From an optimization exercise on the open Yosys and OpenROAD flow, aimed at small area and a short achievable clock period; shortcuts taken in it are not production practice. Function was checked by simulation only, so behaviour that the tests miss may differ from the original. Power figures rest on the tool's default switching activity, not on a simulated workload. No driver is modelled on the clock port, so clocking that relies on it looks cheaper here than on a real chip.

==> flow/design.v <==
package mips_trace_pkg;
    typedef enum logic [1:0] {
        MODE_PERIODIC = 2'd0,
        MODE_GROW     = 2'd1,
        MODE_CHANGE   = 2'd2,
        MODE_SINGLE   = 2'd3
    } trace_mode_e;
    function automatic integer rec_width(input integer num_ch,
                                              input integer data_w,
                                              input integer cnt_w);
        rec_width = num_ch * data_w + cnt_w;
    endfunction
endpackage
module trace_head_bit #(
    parameter int unsigned N = 15
) (
    input  logic [N-1:0] sel,
    input  logic [N-1:0] din,
    input  logic         ld,
    input  logic         ld_w,
    input  logic         w,
    input  logic         hold,
    input  logic         q,
    output logic         d
);
    assign d = (ld && |(sel & din)) || (ld_w && w) || (hold && q);
endmodule
module mips_trace_capture #(
    parameter int unsigned DATA_W = 32,
    parameter int unsigned NUM_CH = 4,
    parameter int unsigned DEPTH  = 16,
    parameter int unsigned CNT_W  = 16
) (
    input  logic                       CLK,
    input  logic                       RESET,
    input  logic                       EN,
    input  logic                       CLEAR,
    input  logic [1:0]                 MODE,
    input  logic [CNT_W-1:0]           INTERVAL,
    input  logic [CNT_W-1:0]           STEP,
    input  logic [NUM_CH*DATA_W-1:0]   CH_IN,
    output logic                       RD_VALID,
    input  logic                       RD_READY,
    output logic [NUM_CH*DATA_W-1:0]   RD_DATA,
    output logic [CNT_W-1:0]           RD_TIME,
    output logic [$clog2(DEPTH):0]     COUNT,
    output logic                       OVERFLOW,
    output logic                       DONE
);
    localparam int unsigned REC_W = mips_trace_pkg::rec_width(NUM_CH, DATA_W, CNT_W);
    localparam int unsigned CH_W  = NUM_CH * DATA_W;
    logic [CNT_W-1:0]   ts_q;
    logic [CNT_W-1:0]   wt_q, wt_d;
    logic [CNT_W-1:0]   gap_q, gap_d;
    logic [CNT_W-1:0]   interval_eff;
    logic [CNT_W-1:0]   next_gap;
    logic [CNT_W:0]     gap_sum;
    logic [CNT_W-1:0]   gap_grow;
    logic [CNT_W-1:0]   wt_dec;
    logic [DATA_W-1:0]  prev0_q;
    logic               done_q, done_d;
    logic               ovf_q, ovf_d;
    logic               run, mode_chg, mode_single, mode_grow;
    logic               wt_one, wt_one_d, fire, chg, sample;
    localparam int unsigned SLOTS = DEPTH - 1;
    localparam int unsigned CW    = $clog2(DEPTH) + 1;
    logic [REC_W-1:0]   wdata;
    logic [REC_W-1:0]   head_q;
    logic [REC_W-1:0]   slot_q [SLOTS];
    logic [SLOTS-1:0]   wr_q, rd_q, rsel_q;
    logic               csel_q;
    logic               nhv_q, cnh_q;
    logic [SLOTS-1:0]   wr_nx, rd_nx, rd_d;
    logic [CW-1:0]      count_q, cnt_inc, cnt_dec;
    logic               hv_q;       
    logic               ne_q;       
    logic               full_q;     
    logic               ge3, at15;
    logic               pop, inc1, wr1, rd_adv;
    assign run          = EN && !CLEAR;
    assign mode_chg     = MODE == 2'd2;
    assign mode_single  = MODE == 2'd3;
    assign mode_grow    = MODE == 2'd1;
    assign interval_eff = (INTERVAL == '0) ? CNT_W'(1) : INTERVAL;
    assign gap_sum      = {1'b0, gap_q} + {1'b0, STEP};
    assign gap_grow     = gap_sum[CNT_W] ? '1 : gap_sum[CNT_W-1:0];
    assign next_gap     = mode_grow ? gap_grow : gap_q;
    assign wt_dec       = wt_q - CNT_W'(1);
    assign fire         = wt_one && !mode_chg;
    assign chg          = (CH_IN[DATA_W-1:0] != prev0_q);
    assign sample       = run && (mode_chg ? chg : (fire && !(mode_single && done_q)));
    always_comb begin
        if (!run) begin
            wt_d  = interval_eff;
            gap_d = interval_eff;
        end else if (fire) begin
            wt_d  = next_gap;
            gap_d = next_gap;
        end else begin
            wt_d  = mode_chg ? wt_q : wt_dec;
            gap_d = gap_q;
        end
        if (!run)          wt_one_d = (INTERVAL[CNT_W-1:1] == '0);
        else if (fire)     wt_one_d = (gap_q == CNT_W'(1)) && (!mode_grow || (STEP == '0));
        else if (mode_chg) wt_one_d = wt_one;
        else               wt_one_d = (wt_q == CNT_W'(2));
        done_d = run && (done_q || (fire && mode_single));
        ovf_d  = !CLEAR && (ovf_q || (sample && full_q && !RD_READY));
    end
    always_ff @(posedge CLK or negedge RESET) begin
        if (!RESET) begin
            ts_q    <= '0;
            wt_q    <= CNT_W'(1);
            wt_one  <= 1'b1;
            gap_q   <= CNT_W'(1);
            prev0_q <= '0;
            done_q  <= 1'b0;
            ovf_q   <= 1'b0;
        end else begin
            ts_q    <= ts_q + CNT_W'(1);
            wt_q    <= wt_d;
            wt_one  <= wt_one_d;
            gap_q   <= gap_d;
            prev0_q <= CH_IN[DATA_W-1:0];
            done_q  <= done_d;
            ovf_q   <= ovf_d;
        end
    end
    assign wdata  = {ts_q, CH_IN};
    assign pop    = RD_READY && hv_q && !CLEAR;
    assign inc1   = RD_READY ? !hv_q : !full_q;
    assign wr1    = RD_READY ? ne_q : (hv_q && !full_q);
    assign rd_adv = pop && ne_q;
    assign cnt_inc = count_q + CW'(1);
    assign cnt_dec = count_q - CW'(1);
    assign ge3     = (count_q > CW'(2));
    assign at15    = (count_q == CW'(DEPTH - 1));
    assign wr_nx   = {wr_q[SLOTS-2:0], wr_q[SLOTS-1]};
    assign rd_nx   = {rd_q[SLOTS-2:0], rd_q[SLOTS-1]};
    assign rd_d    = rd_adv ? rd_nx : rd_q;
    logic [CW-1:0] cnt_p, cnt_n, cnt_d;
    logic          hv_p, hv_n, ne_p, ne_n, full_p, full_n, ne_d, hv_d;
    always_comb begin
        cnt_p  = inc1 ? cnt_inc : count_q;
        hv_p   = inc1 ? 1'b1    : hv_q;
        ne_p   = inc1 ? hv_q    : ne_q;
        full_p = inc1 ? at15    : full_q;
        cnt_n  = pop  ? cnt_dec : count_q;
        hv_n   = pop  ? ne_q    : hv_q;
        ne_n   = pop  ? ge3     : ne_q;
        full_n = pop  ? 1'b0    : full_q;
        cnt_d  = ({CW{sample}} & cnt_p) | ({CW{!sample}} & cnt_n);
        ne_d   = (sample & ne_p) | (!sample & ne_n);
        hv_d   = (sample & hv_p) | (!sample & hv_n);
    end
    always_ff @(posedge CLK or negedge RESET) begin
        if (!RESET) begin
            count_q <= '0;
            hv_q    <= 1'b0;
            ne_q    <= 1'b0;
            full_q  <= 1'b0;
            wr_q    <= SLOTS'(1);
            rd_q    <= SLOTS'(1);
            rsel_q  <= '0;
            csel_q  <= 1'b1;
            nhv_q   <= 1'b1;
            cnh_q   <= 1'b1;
        end else if (CLEAR) begin
            count_q <= '0;
            hv_q    <= 1'b0;
            ne_q    <= 1'b0;
            full_q  <= 1'b0;
            wr_q    <= SLOTS'(1);
            rd_q    <= SLOTS'(1);
            rsel_q  <= '0;
            csel_q  <= 1'b1;
            nhv_q   <= 1'b1;
            cnh_q   <= 1'b1;
        end else begin
            count_q <= cnt_d;
            hv_q    <= hv_d;
            nhv_q   <= !hv_d;
            cnh_q   <= !ne_d && !hv_d;
            ne_q    <= ne_d;
            full_q  <= (sample & full_p) | (!sample & full_n);
            if (sample && wr1) wr_q <= wr_nx;
            rd_q    <= rd_d;
            rsel_q  <= {SLOTS{ne_d}} & rd_d;
            csel_q  <= !ne_d;
        end
    end
    for (genvar s = 0; s < SLOTS; s++) begin : g_slot
        always_ff @(posedge CLK) begin
            if ((wr_q[s] && !full_q) || (wr_q[s] && full_q && RD_READY)) slot_q[s] <= wdata;
        end
    end
    logic             head_ld, head_ld_w, head_hold;
    logic [REC_W-1:0] head_d;
    assign head_ld   = nhv_q || RD_READY;
    assign head_ld_w = cnh_q || (csel_q && RD_READY);
    assign head_hold = hv_q && !RD_READY;
    logic             head_ld_st;
    assign head_ld_st = ne_q && RD_READY;
    for (genvar b = 0; b < REC_W; b++) begin : g_rd
        logic [SLOTS-1:0] col;
        for (genvar s = 0; s < SLOTS; s++) begin : g_col
            assign col[s] = slot_q[s][b];
        end
        trace_head_bit #(.N(SLOTS)) u_hb (
            .sel  ((b < REC_W / 2) ? rsel_q : rd_q),
            .din  (col),
            .ld   ((b < REC_W / 2) ? head_ld : head_ld_st),
            .ld_w (head_ld_w),
            .w    (wdata[b]),
            .hold (head_hold),
            .q    (head_q[b]),
            .d    (head_d[b])
        );
    end
    always_ff @(posedge CLK) begin
        head_q <= head_d;
    end
    assign RD_VALID = hv_q;
    assign RD_DATA  = head_q[CH_W-1:0];
    assign RD_TIME  = head_q[REC_W-1 -: CNT_W];
    assign COUNT    = count_q;
    assign OVERFLOW = ovf_q;
    assign DONE     = done_q;
endmodule
==> flow/config.mk <==
export PLATFORM = sky130hd
export DESIGN_NAME = mips_trace_capture
export DESIGN_NICKNAME = mips_trace_capture
export VERILOG_FILES = /design/flow/design.v
export SDC_FILE = /design/flow/constraint.sdc
export NUM_CORES = 4
export LEC_CHECK = 0
export CAP_MARGIN = 20
export CORE_MARGIN = 2
export CORE_UTILIZATION = 65
export CTS_CLUSTER_DIAMETER = 80
export CTS_CLUSTER_SIZE = 30
export SETUP_SLACK_MARGIN = 2.9
export SLEW_MARGIN = 20
export SYNTH_HIERARCHICAL = 1
export SYNTH_MINIMUM_KEEP_SIZE = 0
==> flow/constraint.sdc <==
create_clock -name core_clock -period 5.5 [get_ports {CLK}]
set_input_delay 1.1000 -clock core_clock [delete_from_list [all_inputs] [get_ports {CLK}]]
set_output_delay 1.1000 -clock core_clock [all_outputs]
set_load 0.01 [all_outputs]
standard.sh (not shown) runs the stock make flow with config.mk's settings and CLKGATE_MAP_FILE= SYNTH_SCRIPT=/design/flow/synth_recipe.tcl, a recipe that flattens the netlist after the stock synthesis.
==> flow/flow/run.sh <==
#!/bin/bash
# Layout flow: the standard ORFS flow (standard.sh), unchanged except for two knobs:
#  - the port buffers that global placement inserts on every input and output are buf_2
#    cells rather than the resizer's default pick (a delay cell that repair then cannot
#    resize out of its footprint);
#  - clock tree synthesis runs without dummy loads (same clustering as config.mk asks for).
# Each step's full output goes to its own log in this folder.
set -euo pipefail
export BUFFER_PORTS_ARGS="-buffer_cell sky130_fd_sc_hd__buf_2"
export CTS_ARGS="-sink_clustering_enable -repair_clock_nets -sink_clustering_size 30 -sink_clustering_max_diameter 80 -dont_use_dummy_load"
bash standard.sh synth > synth.log 2>&1
bash standard.sh finish > layout.log 2>&1
Rerun with:
--- a/flow/design.v
+++ b/flow/design.v
@@ -199,17 +199,15 @@
     assign head_ld   = nhv_q || RD_READY;
     assign head_ld_w = cnh_q || (csel_q && RD_READY);
     assign head_hold = hv_q && !RD_READY;
-    logic             head_ld_st;
-    assign head_ld_st = ne_q && RD_READY;
     for (genvar b = 0; b < REC_W; b++) begin : g_rd
         logic [SLOTS-1:0] col;
         for (genvar s = 0; s < SLOTS; s++) begin : g_col
             assign col[s] = slot_q[s][b];
         end
         trace_head_bit #(.N(SLOTS)) u_hb (
-            .sel  ((b < REC_W / 2) ? rsel_q : rd_q),
+            .sel  (rsel_q),
             .din  (col),
-            .ld   ((b < REC_W / 2) ? head_ld : head_ld_st),
+            .ld   (head_ld),
             .ld_w (head_ld_w),
             .w    (wdata[b]),
             .hold (head_hold),
Routed wire length stays flat.
Combinational power is higher by about 0.8%.
Utilization is lower by 0.36 points.
Worst setup slack is about the same.
Synthesized cell count is lower by 0.58%.
Power hardly moves.
Clock-buffer cell count stays the same.
Worst hold slack gets worse by 33 ps.

mips_trace_capture, a different RTL version from the one above (not shown whole).
Size: ~4200 cells after synthesis, ~2400 flip-flops.
Settings: LEC_CHECK=0, CAP_MARGIN=20, CORE_MARGIN=2, CORE_UTILIZATION=65, CTS_CLUSTER_DIAMETER=80, CTS_CLUSTER_SIZE=30, SETUP_SLACK_MARGIN=2.9, SLEW_MARGIN=20, SYNTH_HIERARCHICAL=1, SYNTH_MINIMUM_KEEP_SIZE=0; clock period 5.5 ns.
Scripts as last shown in full above: flow/flow/run.sh
The starting point finished clean.
==> next run, changes <==
--- a/flow/design.v
+++ b/flow/design.v
@@ -4,28 +4,41 @@
         MODE_GROW     = 2'd1,
         MODE_CHANGE   = 2'd2,
         MODE_SINGLE   = 2'd3
     } trace_mode_e;
     function automatic integer rec_width(input integer num_ch,
                                               input integer data_w,
                                               input integer cnt_w);
         rec_width = num_ch * data_w + cnt_w;
     endfunction
 endpackage
-module trace_aoi #(
-    parameter int unsigned N = 3
+module trace_head_bit #(
+    parameter int unsigned N = 15
 ) (
     input  logic [N-1:0] sel,
     input  logic [N-1:0] din,
-    output logic         yn
+    input  logic         ld,
+    input  logic         ld_w,
+    input  logic         w,
+    input  logic         hold,
+    input  logic         q,
+    output logic         d
 );
-    assign yn = !(|(sel & din));
+    assign d = (ld && |(sel & din)) || (ld_w && w) || (hold && q);
+endmodule
+module trace_slot_we (
+    input  logic wa,
+    input  logic wb,
+    input  logic rd,
+    output logic we
+);
+    assign we = wa || (wb && rd);
 endmodule
 module mips_trace_capture #(
     parameter int unsigned DATA_W = 32,
     parameter int unsigned NUM_CH = 4,
     parameter int unsigned DEPTH  = 16,
     parameter int unsigned CNT_W  = 16
 ) (
     input  logic                       CLK,
     input  logic                       RESET,
     input  logic                       EN,
@@ -178,50 +191,53 @@
             cnh_q   <= !ne_d && !hv_d;
             ne_q    <= ne_d;
             full_q  <= (sample & full_p) | (!sample & full_n);
             if (sample && wr1) wr_q <= wr_nx;
             rd_q    <= rd_d;
             rsel_q  <= {SLOTS{ne_d}} & rd_d;
             csel_q  <= !ne_d;
         end
     end
     for (genvar s = 0; s < SLOTS; s++) begin : g_slot
+        logic we;
+        trace_slot_we u_we (
+            .wa (wr_q[s] && !full_q),
+            .wb (wr_q[s] && full_q),
+            .rd (RD_READY),
+            .we (we)
+        );
         always_ff @(posedge CLK) begin
-            if ((wr_q[s] && !full_q) || (wr_q[s] && full_q && RD_READY)) slot_q[s] <= wdata;
+            if (we) slot_q[s] <= wdata;
         end
     end
     logic             head_ld, head_ld_w, head_hold;
     logic [REC_W-1:0] head_d;
     assign head_ld   = nhv_q || RD_READY;
     assign head_ld_w = cnh_q || (csel_q && RD_READY);
     assign head_hold = hv_q && !RD_READY;
-    logic [SLOTS-1:0] rsel_ld;
-    assign rsel_ld = rsel_q & {SLOTS{head_ld}};
+    logic             head_ld_st;
+    assign head_ld_st = ne_q && RD_READY;
     for (genvar b = 0; b < REC_W; b++) begin : g_rd
         logic [SLOTS-1:0] col;
-        logic [5:0]       yn;
         for (genvar s = 0; s < SLOTS; s++) begin : g_col
             assign col[s] = slot_q[s][b];
         end
-        for (genvar g = 0; g < SLOTS / 3; g++) begin : g_aoi
-            trace_aoi #(.N(3)) u_aoi (
-                .sel (rsel_ld[3*g +: 3]),
-                .din (col[3*g +: 3]),
-                .yn  (yn[g])
-            );
-        end
-        trace_aoi #(.N(2)) u_aoi_wh (
-            .sel ({head_ld_w, head_hold}),
-            .din ({wdata[b], head_q[b]}),
-            .yn  (yn[5])
+        trace_head_bit #(.N(SLOTS)) u_hb (
+            .sel  ((b < REC_W / 2) ? rsel_q : rd_q),
+            .din  (col),
+            .ld   ((b < REC_W / 2) ? head_ld : head_ld_st),
+            .ld_w (head_ld_w),
+            .w    (wdata[b]),
+            .hold (head_hold),
+            .q    (head_q[b]),
+            .d    (head_d[b])
         );
-        assign head_d[b] = !(&yn);
     end
     always_ff @(posedge CLK) begin
         head_q <= head_d;
     end
     assign RD_VALID = hv_q;
     assign RD_DATA  = head_q[CH_W-1:0];
     assign RD_TIME  = head_q[REC_W-1 -: CNT_W];
     assign COUNT    = count_q;
     assign OVERFLOW = ovf_q;
     assign DONE     = done_q;
The new run completed without violations.
Flip-flop and latch count is unchanged.
Worst setup slack gets better by 0.16 ns.
Final area hardly moves.
Area after synthesis increases slightly.
Power is about the same.
Sequential share of layout area is about the same.
Wire length is higher slightly.
Count of clock-buffer cells in the layout is higher by 3.
Hold slack gets better by 0.079 ns.

-- static timing again, ports no longer ideal --
Ports are ideal in the flow. The routed layouts listed here were re-timed in OpenROAD.
Step 1 (the two cells are an assumption about what drives the block):
set clk [get_ports {CLK}]
set_driving_cell -lib_cell sky130_fd_sc_hd__clkbuf_16 $clk
set_driving_cell -lib_cell sky130_fd_sc_hd__buf_2 [delete_from_list [all_inputs] $clk]
Step 2 times the ports against the registers' clock, not the clock port: input delays grow and output delays shrink by t, the midpoint of the rising clock arrivals with the driver on.
a / b / c = ideal / step 1 / step 2; a / b = the first two.
run | shift t [ns] | setup WS [ns] | worst setup path after step 2
the first run of note 1 | 0.806 | 2.841 / 2.862 / 2.056 | input to register
the second run of note 1 | 0.812 | 2.842 / 2.842 / 2.117 | input to register
the first run of note 2 | 0.801 | 2.739 / 2.766 / 1.990 | input to register
the second run of note 2 | 0.807 | 2.901 / 2.846 / 2.038 | input to register
After both steps every run listed still meets setup and hold. For the second run of note 2, which loses most, drivers alone change the setup slack by -0.055 ns; drivers and shift together by -0.863 ns.
